Background: an optimization exercise with open tools, aiming at small area, a short achievable clock period and few clock cycles. Do not read the settings as production practice.
Only simulation tests tie the RTL to the original design; equivalence was not proved.

==> inputs of job 3475 <==
==> flow/design.v <==
package cache_cmd_pkg;
  localparam logic [3:0] CMD_READ      = 4'd0;
  localparam logic [3:0] CMD_WRITE     = 4'd1;
  localparam logic [3:0] CMD_INVAL     = 4'd3;   
  localparam logic [3:0] CMD_SNOOP_RFO = 4'd4;   
  localparam logic [3:0] CMD_CLEAR     = 4'd8;
  localparam int REQ_BITS = 4 + 32;
endpackage
package cache_line_pkg;
  localparam logic [1:0] MODIFIED  = 2'd0;
  localparam logic [1:0] EXCLUSIVE = 2'd1;
  localparam logic [1:0] SHARED    = 2'd2;
  localparam logic [1:0] INVALID   = 2'd3;
  localparam int EV_RD    = 4;
  localparam int EV_WR    = 3;
  localparam int EV_HIT   = 2;
  localparam int EV_MISS  = 1;
  localparam int EV_WBACK = 0;
endpackage
module cache_top (
  input  logic        Clock,
  input  logic        reset,
  input  logic        psel,
  input  logic        penable,
  input  logic        pwrite,
  input  logic [7:0]  paddr,
  input  logic [31:0] pwdata,
  output logic [31:0] prdata,
  output logic        pready,
  output logic        pslverr
);
  localparam int LINES = 16 * 4;
  logic       access;
  logic       a_addr, a_cmd, rd_ok, cmd_ok;
  logic       wr_addr, do_cmd;
  logic [3:0] c;
  assign access = psel && penable;
  assign c      = pwdata[3:0];
  assign a_addr = (paddr == 8'h00);
  assign a_cmd  = (paddr == 8'h04);
  assign cmd_ok = (c == cache_cmd_pkg::CMD_READ) || (c == cache_cmd_pkg::CMD_WRITE) ||
                  (c == cache_cmd_pkg::CMD_INVAL) || (c == cache_cmd_pkg::CMD_SNOOP_RFO) ||
                  (c == cache_cmd_pkg::CMD_CLEAR);
  assign rd_ok  = (paddr == 8'h00) || (paddr == 8'h08) || (paddr == 8'h10) ||
                  (paddr == 8'h14) || (paddr == 8'h18) || (paddr == 8'h1C) ||
                  (paddr == 8'h20);
  assign pready  = 1'b1;
  assign pslverr = pwrite ? !(a_addr || (a_cmd && cmd_ok)) : !rd_ok;
  assign wr_addr = access && pwrite && a_addr;
  assign do_cmd  = access && pwrite && a_cmd && cmd_ok;
  logic is_rdwr, is_wr, is_inv, is_clr;
  assign is_rdwr = !c[3] && !c[2] && !c[1];
  assign is_wr   = c[0];
  assign is_inv  = c[1];
  assign is_clr  = c[3];
  logic [LINES-1:0][(32 - ($clog2(16)) - ($clog2(64)))-1:0]  line_tag;
  logic [LINES-1:0][1:0]                  line_st;     
  logic [16-1:0][2:0][1:0]       set_lru;     
  logic [32-1:0]            addr_q;
  logic [4:0][16-1:0]        cnt;
  logic [3:0]      lk_match;    
  logic [3:0][1:0] lk_st;
  logic [2:0][1:0] lk_lru;
  logic [1:0]      lk_probe;    
  function automatic logic [3:0] fill_way(input logic [3:0][1:0] st, input logic [1:0] lru0);
    logic [3:0] inv;
    for (int w = 0; w < 4; w++)
      inv[w] = (st[w] == 2'b00);
    if (inv[0])      fill_way = 4'b0001;
    else if (inv[1]) fill_way = 4'b0010;
    else if (inv[2]) fill_way = 4'b0100;
    else if (inv[3]) fill_way = 4'b1000;
    else             fill_way = 4'b0001 << lru0;
  endfunction
  logic [3:0]       n_set;
  logic [21:0]      n_tag;
  logic [15:0]      n_sel;
  logic [3:0][21:0] n_tagw;
  logic [3:0][1:0]  n_st;
  logic [2:0][1:0]  n_lru;
  logic [3:0]       n_match;
  logic [3:0]       n_eq;
  logic [1:0]       n_probe;
  assign n_set = pwdata[9:6];
  assign n_tag = pwdata[31:10];
  always_comb
  begin
    for (int s = 0; s < 16; s++)
      n_sel[s] = (n_set == s[3:0]);
    n_tagw = '0;
    n_st   = '0;
    n_lru  = '0;
    for (int s = 0; s < 16; s++)
    begin
      for (int w = 0; w < 4; w++)
      begin
        n_tagw[w] = n_tagw[w] | ({22{n_sel[s]}} & line_tag[s*4 + w]);
        n_st[w]   = n_st[w]   | ({2{n_sel[s]}} & line_st[s*4 + w]);
      end
      n_lru = n_lru | ({6{n_sel[s]}} & set_lru[s]);
    end
    n_probe = 2'b00;
    for (int w = 0; w < 4; w++)
    begin
      n_eq[w]    = (n_tagw[w] == n_tag);
      n_match[w] = (n_st[w] != 2'b00) && n_eq[w];
      n_probe    = n_probe | ({2{n_eq[w]}} & n_st[w]);
    end
    n_probe = ~n_probe;   
  end
  logic       hit;
  logic [3:0] way_oh;
  logic [1:0] cur_st, new_st;    
  logic       update;
  logic [3:0] set_q;
  logic [1:0] s0, s1, s2, mru;
  logic [2:0][1:0] new_lru;
  logic [3:0][1:0] upd_st;
  assign set_q  = addr_q[9:6];
  assign hit    = |lk_match;
  assign way_oh = hit ? lk_match : fill_way(lk_st, s0);
  always_comb
  begin
    cur_st = 2'b00;
    for (int w = 0; w < 4; w++)
      if (way_oh[w])
        cur_st = cur_st | lk_st[w];
  end
  assign s0  = lk_lru[0] ^ 2'd0;
  assign s1  = lk_lru[1] ^ 2'd1;
  assign s2  = lk_lru[2] ^ 2'd2;
  assign mru = s0 ^ s1 ^ s2;
  always_comb
  begin
    if (!is_rdwr)
      new_st = 2'b00;
    else if (is_wr)
      new_st = 2'b11;
    else if (!hit)
      new_st = 2'b10;
    else if (cur_st == 2'b10)
      new_st = 2'b01;
    else
      new_st = cur_st;
  end
  assign update = is_rdwr || (!is_clr && hit);
  always_comb
  begin
    if (way_oh[s0])
      new_lru = {mru ^ 2'd2, s2 ^ 2'd1, s1 ^ 2'd0};
    else if (way_oh[s1])
      new_lru = {mru ^ 2'd2, s2 ^ 2'd1, s0 ^ 2'd0};
    else if (way_oh[s2])
      new_lru = {mru ^ 2'd2, s1 ^ 2'd1, s0 ^ 2'd0};
    else
      new_lru = lk_lru;
  end
  always_comb
  begin
    for (int w = 0; w < 4; w++)
      upd_st[w] = way_oh[w] ? new_st : lk_st[w];
  end
  logic [4:0] ev;   
  assign ev[0] = do_cmd && is_rdwr && !is_wr;
  assign ev[1] = do_cmd && is_rdwr && is_wr;
  assign ev[2] = do_cmd && is_rdwr && hit;
  assign ev[3] = do_cmd && is_rdwr && !hit;
  assign ev[4] = do_cmd && cur_st == 2'b11 && ((is_rdwr && !hit) || (is_inv && hit));
  always_ff @(posedge Clock or posedge reset)
  begin
    if (reset)
      cnt <= '0;
    else
      for (int i = 0; i < 5; i++)
        if (ev[i] && cnt[i] != '1)
          cnt[i] <= cnt[i] + 1'b1;
  end
  always_ff @(posedge Clock or posedge reset)
  begin
    if (reset)
      addr_q <= '0;
    else if (wr_addr)
      addr_q <= pwdata;
  end
  always_ff @(posedge Clock or posedge reset)
  begin
    if (reset)
    begin
      lk_match <= '0;
      lk_st    <= '0;
      lk_lru   <= '0;
      lk_probe <= cache_line_pkg::INVALID;
    end
    else if (wr_addr)
    begin
      lk_match <= n_match;
      lk_st    <= n_st;
      lk_lru   <= n_lru;
      lk_probe <= n_probe;
    end
    else if (do_cmd && is_clr)
    begin
      lk_match <= '0;
      lk_st    <= '0;
      lk_lru   <= '0;
      lk_probe <= cache_line_pkg::INVALID;
    end
    else if (do_cmd && update)
    begin
      lk_match <= is_rdwr ? way_oh : 4'b0;
      lk_st    <= upd_st;
      lk_lru   <= new_lru;
      lk_probe <= ~new_st;   
    end
  end
  for (genvar e = 0; e < LINES; e++)
  begin : g_line
    localparam int W = e % 4;
    localparam logic [3:0] S = e / 4;
    always_ff @(posedge Clock)
    begin
      if (do_cmd && is_rdwr && set_q == S && way_oh[W])
        line_tag[e] <= addr_q[31:10];
    end
    always_ff @(posedge Clock or posedge reset)
    begin
      if (reset)
        line_st[e] <= 2'b00;
      else if (do_cmd && is_clr)
        line_st[e] <= 2'b00;
      else if (do_cmd && update && set_q == S && way_oh[W])
        line_st[e] <= new_st;
    end
  end
  for (genvar s = 0; s < 16; s++)
  begin : g_set
    always_ff @(posedge Clock or posedge reset)
    begin
      if (reset)
        set_lru[s] <= '0;
      else if (do_cmd && is_clr)
        set_lru[s] <= '0;
      else if (do_cmd && update && set_q == s[3:0])
        set_lru[s] <= new_lru;
    end
  end
  logic r_addr, r_probe, r_cnt4;
  logic [3:0] r_cnt;
  assign r_cnt4   = paddr[5];
  assign r_addr   = !paddr[5] && !paddr[4] && !paddr[3];
  assign r_probe  = !paddr[4] && paddr[3];
  assign r_cnt[0] = paddr[4] && !paddr[3] && !paddr[2];
  assign r_cnt[1] = paddr[4] && !paddr[3] && paddr[2];
  assign r_cnt[2] = paddr[4] && paddr[3] && !paddr[2];
  assign r_cnt[3] = paddr[4] && paddr[3] && paddr[2];
  logic p5, p4, p3, p2;
  assign {p5, p4, p3, p2} = paddr[5:2];
  always_comb
  begin
    prdata = '0;
    for (int b = 0; b < 32; b++)
      prdata[b] = addr_q[b] & !p5 & !p4 & !p3;
    for (int b = 0; b < 16; b++)
      prdata[b] = prdata[b] |
                  (cnt[0][b] & p4 & !p3 & !p2) | (cnt[1][b] & p4 & !p3 & p2) |
                  (cnt[2][b] & p4 & p3 & !p2) | (cnt[3][b] & p4 & p3 & p2) |
                  (cnt[4][b] & p5);
    for (int b = 0; b < 2; b++)
      prdata[b] = prdata[b] | (lk_probe[b] & !p4 & p3);
  end
endmodule
==> flow/flow/run.sh <==
#!/bin/bash
# Standard layout, with two changes: the clock tree is built from larger sink
# clusters without dummy loads, and the slow 4:1 mux and 3x2-input AOI cells
# are added to the platform's don't-use list (synthesis otherwise puts them on
# the bus read-data path). make's output goes to flow_make.log; each step's
# own log is under orfs/logs.
set -euo pipefail
export CTS_ARGS="-sink_clustering_enable -repair_clock_nets -sink_clustering_size 30 -sink_clustering_max_diameter 80 -dont_use_dummy_load"
PLATFORM_DONT_USE=$(make -s -C "$FLOW_HOME" DESIGN_CONFIG="$PWD/config.mk" WORK_HOME="$PWD/orfs" print-DONT_USE_CELLS | sed -n 's/^DONT_USE_CELLS: //p')
EXTRA="sky130_fd_sc_hd__mux4_1 sky130_fd_sc_hd__mux4_2 sky130_fd_sc_hd__mux4_4 sky130_fd_sc_hd__a222oi_1"
echo "DONT_USE_CELLS: $PLATFORM_DONT_USE $EXTRA" > dont_use.log
bash standard.sh "DONT_USE_CELLS=$PLATFORM_DONT_USE $EXTRA" finish > flow_make.log 2>&1
==> flow/standard.sh <==
#!/bin/bash
# synth_recipe.tcl (not shown) runs the flow's synth.tcl, then flattens the netlist and writes it again
# the make line also repeats each setting of config.mk as NAME=value (left out here)
make -C /OpenROAD-flow-scripts/flow DESIGN_CONFIG=/design/flow/config.mk WORK_HOME=/design/flow/orfs CLKGATE_MAP_FILE= SYNTH_SCRIPT=/design/flow/synth_recipe.tcl "${@:-finish}"
==> flow/config.mk <==
export PLATFORM = sky130hd
export DESIGN_NAME = cache_top
export DESIGN_NICKNAME = cache_top
export VERILOG_FILES = /design/flow/design.v
export SDC_FILE = /design/flow/constraint.sdc
export NUM_CORES = 4
export LEC_CHECK = 0
export CAP_MARGIN = 20
export CORE_MARGIN = 2
export CORE_UTILIZATION = 50
export SETUP_SLACK_MARGIN = 4.8
export SLEW_MARGIN = 20
export TNS_END_PERCENT = 5
==> flow/constraint.sdc <==
create_clock -name core_clock -period 9.0 [get_ports {Clock}]
set_input_delay 1.8000 -clock core_clock [delete_from_list [all_inputs] [get_ports {Clock}]]
set_output_delay 1.8000 -clock core_clock [all_outputs]
set_load 0.01 [all_outputs]
==> job 4390: changes against job 3475 <==
Settings changed: CAP_MARGIN 20 to 10, SETUP_SLACK_MARGIN 4.8 to 4.6, SLEW_MARGIN 20 to 10.
==> qor summary <==
Via count: job 3475 51800; job 4390 51400
Vias in the first global route: job 3475 47500; job 4390 46800
GRT met2 Usage: job 3475 55.8%; job 4390 55.3%
Worst slack at placement: job 3475 2390 ps; job 4390 2360 ps
CTS buffer count: job 3475 89; job 4390 88
Met1 usage: job 3475 51.9%; job 4390 51.1%
Met3 global-route usage: job 3475 12.6%; job 4390 12.1%
Post-placement cell area: job 3475 76100 um2; job 4390 76100 um2
Wire length the detailed router placed on met1: job 3475 104 mm; job 4390 104 mm
Initial antenna violation count: job 3475 18; job 4390 17
Post-CTS Setup Bufs: job 3475 85; job 4390 50
Status: job 3475 finished clean; job 4390 did not finish
Last stage reached: job 3475 -; job 4390 final report (6_report)
Detailed route wirelength on metal2: job 3475 124 mm; job 4390 123 mm
Met3 WL post-DR: job 3475 42.2 mm; job 4390 40.2 mm
Initial DRT Pass Iterations: job 3475 9; job 4390 6
DP HPWL: job 3475 168 mm; job 4390 168 mm
Number of resized instances in the post-cts repair step: job 3475 470; job 4390 399
Drt initial violations: job 3475 8842; job 4390 8595
Testbench counts of job 3475, summed over its fixed seeds: cycles 17,704.
Testbench counts of job 4390, summed over its fixed seeds: cycles 17,704.

[re-timing with driven ports]
No port has a modelled driver above. Below, the same layout with a new extraction and two added sets of constraints. Step 1 (the two cells are an assumption about what drives the block):
set clk [get_ports {Clock}]
set_driving_cell -lib_cell sky130_fd_sc_hd__clkbuf_16 $clk
set_driving_cell -lib_cell sky130_fd_sc_hd__buf_2 [delete_from_list [all_inputs] $clk]
Step 2 times the ports against the registers' clock, not the clock port: input delays grow and output delays shrink by t, the midpoint of the rising clock arrivals with the driver on. a / b / c = no drivers / after step 1 / after step 2; a / b = the first two.
run: job 3475
t, ns: 0.824
setup WS [ns]: 4.251 / 4.064 / 3.482
hold slack, ns: 0.483 / 0.483 / 0.483
worst slew at a driven data input, ns: 0.32
pins driven straight from the clock port: 1
After both steps job 3475 still meets setup and hold. For job 3475, drivers alone change the setup slack by -0.187 ns; drivers and shift together by -0.769 ns.
